What follows belongs to an exercise in optimizing a design on an open flow for small area, a short achievable clock period and few clock cycles per item; a production flow would make more cautious choices. In this exercise RTL edits were held to simulation tests only and were not proved equivalent to the original.

Setup of xenon:
## cordic_atan2
module cordic_atan2 (
    input  logic        clk,
    input  logic        rst,
    input  logic        in_valid,
    output logic        in_ready,
    input  logic [31:0] in_x,
    input  logic [31:0] in_y,
    output logic        out_valid,
    input  logic        out_ready,
    output logic [31:0] out_angle,
    output logic [31:0] out_mag,
    output logic        out_zero
);
export LEC_CHECK = 0
export ABC_AREA = 1
export CAP_MARGIN = 20
export CORE_MARGIN = 2
export CORE_UTILIZATION = 40
export CTS_CLUSTER_DIAMETER = 100
export CTS_CLUSTER_SIZE = 24
export PLACE_DENSITY = 0.72
export SLEW_MARGIN = 20
create_clock -name core_clock -period 10.0 [get_ports {clk}]
standard.sh (not shown) runs the stock make flow with config.mk's settings and CLKGATE_MAP_FILE= SYNTH_SCRIPT=/design/flow/synth_recipe.tcl, a recipe that flattens the netlist after the stock synthesis.
==> flow/flow/run.sh <==
#!/bin/bash
# Standard ORFS layout, with timing repair aimed at a tighter setup margin
# and faster buffers on the ports.
set -euo pipefail
bash standard.sh SETUP_SLACK_MARGIN=6.8 "BUFFER_PORTS_ARGS=-buffer_cell sky130_fd_sc_hd__buf_4" finish > make_finish.log 2>&1
Testbench counts of xenon, summed over its fixed seeds: cycles 664, items 512.
Changes in indigo relative to xenon:
# xenon
export LEC_CHECK = 0
export ABC_AREA = 1
export CAP_MARGIN = 20
export CORE_MARGIN = 2
export CORE_UTILIZATION = 40
export CTS_CLUSTER_DIAMETER = 100
export CTS_CLUSTER_SIZE = 24
export PLACE_DENSITY = 0.72
export SLEW_MARGIN = 20
create_clock -name core_clock -period 10.0 [get_ports {clk}]
# indigo
export LEC_CHECK = 0
export ABC_AREA = 1
export CAP_MARGIN = 20
export CORE_MARGIN = 2
export CORE_UTILIZATION = 40
export SLEW_MARGIN = 20
create_clock -name core_clock -period 10.0 [get_ports {clk}]
==> flow/flow/run.sh <==
#!/bin/bash
# Standard ORFS layout, with timing repair aimed at a tighter setup margin.
set -euo pipefail
bash standard.sh SETUP_SLACK_MARGIN=6.8 finish > make_finish.log 2>&1
NOTE: final-layout fill cell count in indigo falls short of that of xenon
xenon → indigo: all-layer global routing usage went up 3.1 points; multi-input combinational cell count held; number of global-route vias before repair went up about 5.6%.


Starting RTL as in the previous note.
==> flow/config.mk <==
export PLATFORM = sky130hd
export DESIGN_NAME = cordic_atan2
export DESIGN_NICKNAME = cordic_atan2
export VERILOG_FILES = /design/flow/design.v
export SDC_FILE = /design/flow/constraint.sdc
export NUM_CORES = 4
export LEC_CHECK = 0
export ABC_AREA = 1
export CAP_MARGIN = 20
export CORE_MARGIN = 2
export CORE_UTILIZATION = 40
export CTS_CLUSTER_DIAMETER = 60
export CTS_CLUSTER_SIZE = 30
export SLEW_MARGIN = 20
==> flow/constraint.sdc <==
create_clock -name core_clock -period 10.0 [get_ports {clk}]
set_input_delay 2.0000 -clock core_clock [delete_from_list [all_inputs] [get_ports {clk}]]
set_output_delay 2.0000 -clock core_clock [all_outputs]
set_load 0.01 [all_outputs]
==> flow/flow/run.sh <==
#!/bin/bash
# Standard ORFS layout, with timing repair aimed at a tighter setup margin.
set -euo pipefail
bash standard.sh SETUP_SLACK_MARGIN=6.7 finish > make_finish.log 2>&1
Testbench counts at the start, summed over its fixed seeds: cycles 664, items 512.
Then changed:
==> flow/flow/run.sh (replaced) <==
#!/bin/bash
# Standard ORFS layout, with timing repair aimed at a tighter setup margin
# and faster buffers on the ports.
set -euo pipefail
bash standard.sh SETUP_SLACK_MARGIN=6.8 "BUFFER_PORTS_ARGS=-buffer_cell sky130_fd_sc_hd__buf_4" finish > make_finish.log 2>&1
CTS_CLUSTER_DIAMETER = 100   (was 60)
CTS_CLUSTER_SIZE = 24   (was 30)
=> Via count hardly moves; sequential cell count does not change; synthesized cell count does not change; clock skew climbs by 22 ps; first-iteration DRC count climbs by 2.3%; final cell count drops by 0.61%; setup slack gets better by 29 ps; area after synthesis does not change; global-route usage drops by 0.25 points.


Setup of job 9300:
cordic_atan2 again, from the RTL that the note above started with.
export LEC_CHECK = 0
export ABC_AREA = 1
export CAP_MARGIN = 20
export CORE_MARGIN = 2
export CORE_UTILIZATION = 40
export CTS_CLUSTER_DIAMETER = 110
export CTS_CLUSTER_SIZE = 28
export SLEW_MARGIN = 20
create_clock -name core_clock -period 10.0 [get_ports {clk}]
==> flow/flow/run.sh <==
#!/bin/bash
# Standard ORFS layout, with timing repair aimed at a tighter setup margin
# and faster buffers on the ports.
set -euo pipefail
bash standard.sh SETUP_SLACK_MARGIN=6.74 "BUFFER_PORTS_ARGS=-buffer_cell sky130_fd_sc_hd__buf_4" finish > make_finish.log 2>&1
Testbench counts of job 9300, summed over its fixed seeds: cycles 664, items 512.
Changes in job 2934 relative to job 9300:
- changing CTS_CLUSTER_DIAMETER from 110 to 100
- setting CTS_BUF_LIST to sky130_fd_sc_hd__clkbuf_4 sky130_fd_sc_hd__clkbuf_8 sky130_fd_sc_hd__clkbuf_16 for the first time
- changing CTS_CLUSTER_SIZE from 28 to 24
==> flow/flow/run.sh <==
#!/bin/bash
# Standard ORFS layout, with timing repair aimed at a tighter setup margin
# and faster buffers on the ports.
set -euo pipefail
bash standard.sh SETUP_SLACK_MARGIN=6.8 "BUFFER_PORTS_ARGS=-buffer_cell sky130_fd_sc_hd__buf_4" finish > make_finish.log 2>&1
- The source of the critical timing path comes out om_q[26] in one run and om_q[30] in the other, namely in job 2934 and job 9300 respectively.
- Job 2934 reports its topmost layer with routed signal wires as met4 while job 9300 reports met5.
- Where worst hold slack is concerned, job 9300 is better than job 2934.
- Taking job 9300 as the reference, in job 2934 utilization went up by 0.25 points; clock period minus worst slack went up by 0.012 ns; sequential share of layout area went down by 0.22 points.
- Between job 2934 and job 9300, the routed wire length figures differ only marginally.

-- port drivers added, routing unchanged --
How much do the figures lean on ideal ports? The routed layouts below were timed once more, with nothing changed but the port constraints. Step 1 sets driving cells, clkbuf_16 on the clock port and buf_2 on the other inputs (assumed; they add their load-dependent delay and slew). Step 2, shift: input delay + t, output delay - t, t = (earliest + latest rising clock arrival at the registers) / 2. This alone moves slack from input paths to output paths. a / b / c = ideal / step 1 / step 2; a / b = the first two.
run	shift t [ns]	setup slack, ns	hold slack, ns	pins driven straight from the clock port
xenon	0.865	6.712 / 6.607 / 6.137	0.394 / 0.394 / 0.394	1
indigo	0.919	6.688 / 6.594 / 5.965	0.406 / 0.406 / 0.406	1
the first run of note 2	0.901	6.677 / 6.579 / 5.976	0.391 / 0.391 / 0.391	1
the second run of note 2	0.869	6.706 / 6.607 / 6.140	0.380 / 0.380 / 0.380	1
job 9300	0.889	6.717 / 6.610 / 6.047	0.390 / 0.390 / 0.390	1
job 2934	0.869	6.705 / 6.606 / 6.140	0.380 / 0.380 / 0.380	1
After both steps every run listed still meets setup and hold. The setup slack of indigo, which loses most, moves by -0.094 ns with the drivers and by -0.723 ns with both steps.
